From an optimization exercise on the open Yosys and OpenROAD flow, aimed at small area, a short achievable clock period and few clock cycles per item; shortcuts taken in it are not production practice.
The RTL was checked by simulation tests, not by an equivalence proof against the original design.

## the reference run
## deconvolution
module deconvolution #(
  parameter int M = 6,
  parameter int N = 8
) (
  input  logic                 clk,
  input  logic                 rst,
  input  logic                 b_we,
  input  logic [$clog2(N)-1:0] b_addr,
  input  logic signed [15:0]   b_wdata,
  input  logic                 start,
  input  logic                 y_valid,
  output logic                 y_ready,
  input  logic signed [31:0]   y_data,
  output logic                 a_valid,
  input  logic                 a_ready,
  output logic signed [15:0]   a_data,
  output logic                 busy,
  output logic                 done,
  output logic                 div_err,
  output logic                 sat,
  output logic                 rem_err
);
For scale: roughly 440 flip-flops, roughly 80 I/O pins.
export LEC_CHECK = 0
export ABC_AREA = 1
export CAP_MARGIN = 20
export CORE_MARGIN = 2
export CORE_UTILIZATION = 70
export SETUP_SLACK_MARGIN = 5
export SLEW_MARGIN = 20
create_clock -name core_clock -period 12.0 [get_ports {clk}]
run.sh (not shown) runs the stock make flow with config.mk's settings and CLKGATE_MAP_FILE= SYNTH_SCRIPT=/design/flow/synth_recipe.tcl, a recipe that flattens the netlist after the stock synthesis.
Testbench counts of the reference run, summed over its fixed seeds: cycles 10,792, frames 192.
Setup changes, the reference run to the trial run
diff --git a/flow/design.v b/flow/design.v
--- a/flow/design.v
+++ b/flow/design.v
@@ -16,17 +16,17 @@
   output logic signed [15:0]   a_data,
   output logic                 busy,
   output logic                 done,
   output logic                 div_err,
   output logic                 sat,
   output logic                 rem_err
 );
   localparam int AW = 35;           
-  logic signed [15:0] r_b [0:7];    
+  logic signed [15:0] r_b [1:7];    
   logic [7:0]         r_bv;         
   logic               r_b0s;        
   logic signed [15:0] r_a [0:5];
   logic               r_busy, r_done, r_div_err, r_sat, r_rem_err;
   logic               r_dz;         
   logic [3:0]         f_n;          
   logic [2:0]         f_k;          
   logic [2:0]         f_j;          
@@ -119,20 +119,20 @@
   assign w_n12   = x_valid && x_last && x_n12;
   assign w_fin   = r_busy && (r_dz || ((w_n12 || r_tail_done) &&
                               (n_out == 3'd6 || (n_out == 3'd5 && w_a_hs))));
   assign busy    = r_busy;
   assign done    = r_done;
   assign div_err = r_div_err;
   assign sat     = r_sat;
   assign rem_err = r_rem_err;
-  logic signed [15:0] w_b0;
-  logic [15:0]        w_b0m;
-  assign w_b0  = (b_we && b_addr == 3'd0) ? b_wdata : (r_bv[0] ? r_b[0] : 16'sd0);
-  assign w_b0m = w_b0[15] ? 16'(-w_b0) : 16'(w_b0);
+  logic        w_b0z;
+  logic [15:0] w_bwm;
+  assign w_b0z = (b_we && b_addr == 3'd0) ? (b_wdata == 16'sd0) : (!r_bv[0] || dvs == 16'd0);
+  assign w_bwm = b_wdata[15] ? 16'(-b_wdata) : 16'(b_wdata);
   always_ff @(posedge clk or negedge rst) begin
     if (!rst) begin
       r_bv        <= '0;
       r_busy      <= 1'b0;
       r_done      <= 1'b0;
       r_div_err   <= 1'b0;
       r_sat       <= 1'b0;
       r_rem_err   <= 1'b0;
@@ -150,21 +150,21 @@
       n_a         <= '0;
       n_out       <= '0;
     end else begin
       r_done <= 1'b0;
       if (!r_busy) begin
         if (b_we) r_bv[b_addr] <= 1'b1;
         if (start) begin
           r_busy      <= 1'b1;
-          r_dz        <= (w_b0 == 16'sd0);
-          r_div_err   <= (w_b0 == 16'sd0);
+          r_dz        <= w_b0z;
+          r_div_err   <= w_b0z;
           r_sat       <= 1'b0;
           r_rem_err   <= 1'b0;
-          f_n         <= (w_b0 == 16'sd0) ? 4'd13 : 4'd0;
+          f_n         <= w_b0z ? 4'd13 : 4'd0;
           f_k         <= '0;
           f_j         <= '0;
           r_tail_done <= 1'b0;
           n_a         <= '0;
           n_out       <= '0;
         end
         x_valid <= 1'b0;
         d_cyc   <= '0;
@@ -198,29 +198,29 @@
           r_busy <= 1'b0;
           r_done <= 1'b1;
           f_n    <= 4'd13;
         end
       end
     end
   end
   always_ff @(posedge clk) begin
-    if (!r_busy && b_we) r_b[b_addr] <= b_wdata;
+    if (!r_busy && b_we && b_addr != 3'd0) r_b[b_addr] <= b_wdata;
+    if (!r_busy && b_we && b_addr == 3'd0) begin
+      r_b0s <= b_wdata[15];
+      dvs   <= w_bwm;
+    end
     if (r_busy && f_n == 4'd0) dvs3 <= {1'b0, dvs} + {dvs, 1'b0};
-    if (!r_busy && start) begin
-      r_b0s <= w_b0[15];
-      dvs  <= w_b0m;
-    end
     for (int i = 0; i < 8; i++) begin
       bo_one[i] <= w_f_go & (w_ae[2*i] ^ w_ae[2*i+1]);
       bo_two[i] <= w_f_go & ((w_ae[2*i+2] & ~w_ae[2*i+1] & ~w_ae[2*i]) |
                              (~w_ae[2*i+2] & w_ae[2*i+1] & w_ae[2*i]));
       bo_neg[i] <= ~w_ae[2*i+2];
     end
-    b_op  <= r_bv[f_k] ? r_b[f_k] : 16'sd0;
+    b_op  <= (f_k != 3'd0 && r_bv[f_k]) ? r_b[f_k] : 16'sd0;
     y_reg <= y_data;
     acc <= w_sum;
     if (x_valid && x_last && x_head) begin
       d_p   <= w_mag[33:16];
       d_ql  <= w_mag[15:0];
       d_neg <= w_sum[AW-1] ^ r_b0s;
     end else begin
       d_p  <= {3'd0, w_pq[30:16]};
Findings:
- The reference run -> the trial run: number of placed I/O pins delta 0, exact match
- Final wirelength, the trial run and the reference run: lower on the reference run
- Looking at setup slack of the critical path after layout across the trial run and the reference run, the one that comes out higher is the trial run.
- Against the reference run, the trial run comes in 0.38 points lower on fraction of the mapped netlist area in compound gates.
- Flops: the trial run fewer than the reference run
Testbench counts of the trial run, summed over its fixed seeds: cycles 10,792, frames 192.

* * *

== the previous run ==
Another version of the RTL of deconvolution (not shown whole).
Size: roughly 4200 cells after synthesis, about 440 flip-flops, about 80 I/O pins.
export LEC_CHECK = 0
export ABC_AREA = 1
export CAP_MARGIN = 20
export CORE_MARGIN = 2
export CORE_UTILIZATION = 70
export SETUP_SLACK_MARGIN = 5
export SLEW_MARGIN = 20
create_clock -name core_clock -period 12.0 [get_ports {clk}]
Testbench counts of the previous run, summed over its fixed seeds: cycles 10,984, frames 192.
What the current run does differently from the previous run at the input level:
--- a/flow/design.v
+++ b/flow/design.v
@@ -24,44 +24,51 @@
   logic signed [15:0] r_b [0:7];    
   logic [7:0]         r_bv;         
   logic               r_b0s;        
   logic signed [15:0] r_a [0:5];
   logic               r_busy, r_done, r_div_err, r_sat, r_rem_err;
   logic               r_dz;         
   logic [3:0]         f_n;          
   logic [2:0]         f_k;          
   logic [2:0]         f_j;          
-  logic signed [15:0] b_op;
-  logic [7:0]         bo_one, bo_two, bo_neg;    
+  logic signed [15:0] a_op, b_op;
   logic signed [31:0] y_reg;
   logic               x_valid, x_first, x_last, x_head, x_n12;
   logic signed [AW-1:0] acc;
   logic               c_chk, c_n12, r_tail_done;
   logic [15:0]        dvs;          
   logic [16:0]        dvs3;         
   logic [2:0]         d_cyc;        
   logic [17:0]        d_p;
   logic [15:0]        d_ql;
   logic               d_ovf, d_neg;
   logic [2:0]         n_a;          
   logic [2:0]         n_out;        
   logic [AW-1:0]        w_pp [0:7];
   logic [AW-1:0]        w_k;
   logic signed [AW-1:0] w_base, w_sum;
   logic [AW-2:0]        w_mag;
   always_comb begin
+    logic [16:0] ae;
+    ae  = {a_op, 1'b0};
     w_k = '0;
     for (int i = 0; i < 8; i++) begin
+      logic [2:0]  g;
       logic [17:0] m, s;
-      m = ({18{bo_one[i]}} & {{2{b_op[15]}}, b_op}) | ({18{bo_two[i]}} & {b_op[15], b_op, 1'b0});
-      s = m ^ {18{bo_neg[i]}};
+      logic        one, two, neg;
+      g   = ae[2*i +: 3];
+      one = g[0] ^ g[1];
+      two = (g[2] & ~g[1] & ~g[0]) | (~g[2] & g[1] & g[0]);
+      neg = ~g[2];
+      m   = ({18{one}} & {{2{b_op[15]}}, b_op}) | ({18{two}} & {b_op[15], b_op, 1'b0});
+      s   = m ^ {18{neg}};
       w_pp[i] = AW'({~s[17], s[16:0]}) << (2*i);
-      w_k     = w_k + (AW'(bo_neg[i]) << (2*i)) - (AW'(1) << (17 + 2*i));
+      w_k     = w_k + (AW'(neg) << (2*i)) - (AW'(1) << (17 + 2*i));
     end
   end
   assign w_base = x_first ? AW'(y_reg) : acc;
   assign w_sum  = w_base + w_pp[0] + w_pp[1] + w_pp[2] + w_pp[3] + w_pp[4] + w_pp[5] +
                   w_pp[6] + w_pp[7] + w_k;
   assign w_mag  = w_sum[AW-1] ? 34'(-w_sum) : w_sum[AW-2:0];
   function automatic logic [30:0] dstep(input logic [30:0] pq, input logic [15:0] dv,
                                         input logic [16:0] dv3);
     logic [16:0] v;
@@ -102,20 +109,18 @@
     w_kmin    = (f_n < 4'd6) ? ((f_n == 4'd0) ? 3'd0 : 3'd1) : 3'(f_n - 4'd5);
     w_f_first = (f_n < 4'd7) ? (f_k == 3'(f_n)) : (f_k == 3'd7);
     w_f_last  = (f_k == w_kmin);
     w_byp     = w_dfin && (f_j == n_a);
     w_f_ok    = (f_n == 4'd0) || (f_j < n_a) || w_byp;
     w_f_go    = r_busy && (f_n != 4'd13) && w_f_ok && (!w_f_first || y_valid);
     w_n1      = f_n + 4'd1;
     w_kmax_n1 = (w_n1 < 4'd7) ? w_n1[2:0] : 3'd7;
   end
-  logic [16:0] w_ae;
-  assign w_ae = {((f_n == 4'd0) ? 16'sd0 : (w_byp ? w_aval : r_a[f_j])), 1'b0};
   assign y_ready = r_busy && (f_n != 4'd13) && w_f_first && w_f_ok;
   logic w_a_hs, w_fin;
   assign a_valid = r_busy && (n_out < n_a);
   assign a_data  = a_valid ? r_a[n_out] : 16'sd0;
   assign w_a_hs  = a_valid && a_ready;
   assign w_fin   = r_busy && (r_dz || ((c_n12 || r_tail_done) &&
                               (n_out == 3'd6 || (n_out == 3'd5 && w_a_hs))));
   assign busy    = r_busy;
   assign done    = r_done;
@@ -202,28 +207,24 @@
           r_busy <= 1'b0;
           r_done <= 1'b1;
           f_n    <= 4'd13;
         end
       end
     end
   end
   always_ff @(posedge clk) begin
     if (!r_busy && b_we) r_b[b_addr] <= b_wdata;
-    if (r_busy && f_n == 4'd0) dvs3 <= {1'b0, dvs} + {dvs, 1'b0};
     if (!r_busy && start) begin
       r_b0s <= w_b0[15];
       dvs  <= w_b0m;
-    end
-    for (int i = 0; i < 8; i++) begin
-      bo_one[i] <= w_ae[2*i] ^ w_ae[2*i+1];
-      bo_two[i] <= (w_ae[2*i+2] & ~w_ae[2*i+1] & ~w_ae[2*i]) | (~w_ae[2*i+2] & w_ae[2*i+1] & w_ae[2*i]);
-      bo_neg[i] <= ~w_ae[2*i+2];
-    end
+      dvs3 <= {1'b0, w_b0m} + {w_b0m, 1'b0};
+    end
+    a_op  <= (f_n == 4'd0) ? 16'sd0 : (w_byp ? w_aval : r_a[f_j]);
     b_op  <= r_bv[f_k] ? r_b[f_k] : 16'sd0;
     y_reg <= y_data;
     if (x_valid) acc <= w_sum;
     if (x_valid && x_last && x_head) begin
       d_p   <= w_mag[33:16];
       d_ql  <= w_mag[15:0];
       d_neg <= w_sum[AW-1] ^ r_b0s;
     end else if (d_cyc != 3'd0) begin
       if (d_cyc == 3'd1) d_ovf <= w_ovf;
As far as routed wire length is concerned, the previous run and the current run perform about the same. Between the current run and the previous run, the difference in clock latency reported for the late side of the worst-skew pair is negligible. Net count after synthesis | the current run above the previous run. The number of multi-input combinational cells in the layout in the current run was higher than what the previous run gave. Share of the core filled with cells essentially unchanged between the previous run and the current run. The die area of the previous run and that of the current run are within noise of each other. Re met3 layer usage reported by global route: the current run and the previous run aren't equal, and the higher value belongs to the current run. Hold slack sits higher in the current run than in the previous run. Compared with the previous run, the current run shows a largest stage delay on the critical path that is 0.05 ns lower. Per the comparison of the current run with the previous run, transition at the pin with the smallest max-transition slack fell 0.11 ns; final design instance area without fill about even; count of fill cells added during filler insertion rose about 1%; count of clock tree sinks fell 9.
Testbench counts of the current run, summed over its fixed seeds: cycles 10,984, frames 192.

## static timing again, ports no longer ideal
The results above use ideal ports. As a check the final layouts listed here were re-extracted and re-timed, cells and wires unchanged. Step 1: set_driving_cell puts a clkbuf_16 on clk and a buf_2 on each other input, an assumption about the parent block. Step 2 adds t to the input delays and takes it off the output delays; t is the mean of the earliest and latest rising clock arrival at the registers after step 1. Input paths then give back, and output paths get back, about the clock's delay inside the block. a / b / c = ideal / step 1 / step 2; a / b = the first two.
run	t (ns)	setup WS [ns]	worst setup path at the end	pins driven straight from the clock port
the reference run	0.661	5.149 / 5.088 / 5.313	register to register	1
the trial run	0.672	5.154 / 5.091 / 5.197	register to register	1
the previous run	0.651	5.200 / 5.200 / 5.200	register to register	1
the current run	0.649	5.275 / 5.275 / 4.783	input to register	1
After both steps every run listed still meets setup and hold. For the current run, which loses most, drivers alone change the setup slack by 0.000 ns; drivers and shift together by -0.492 ns.
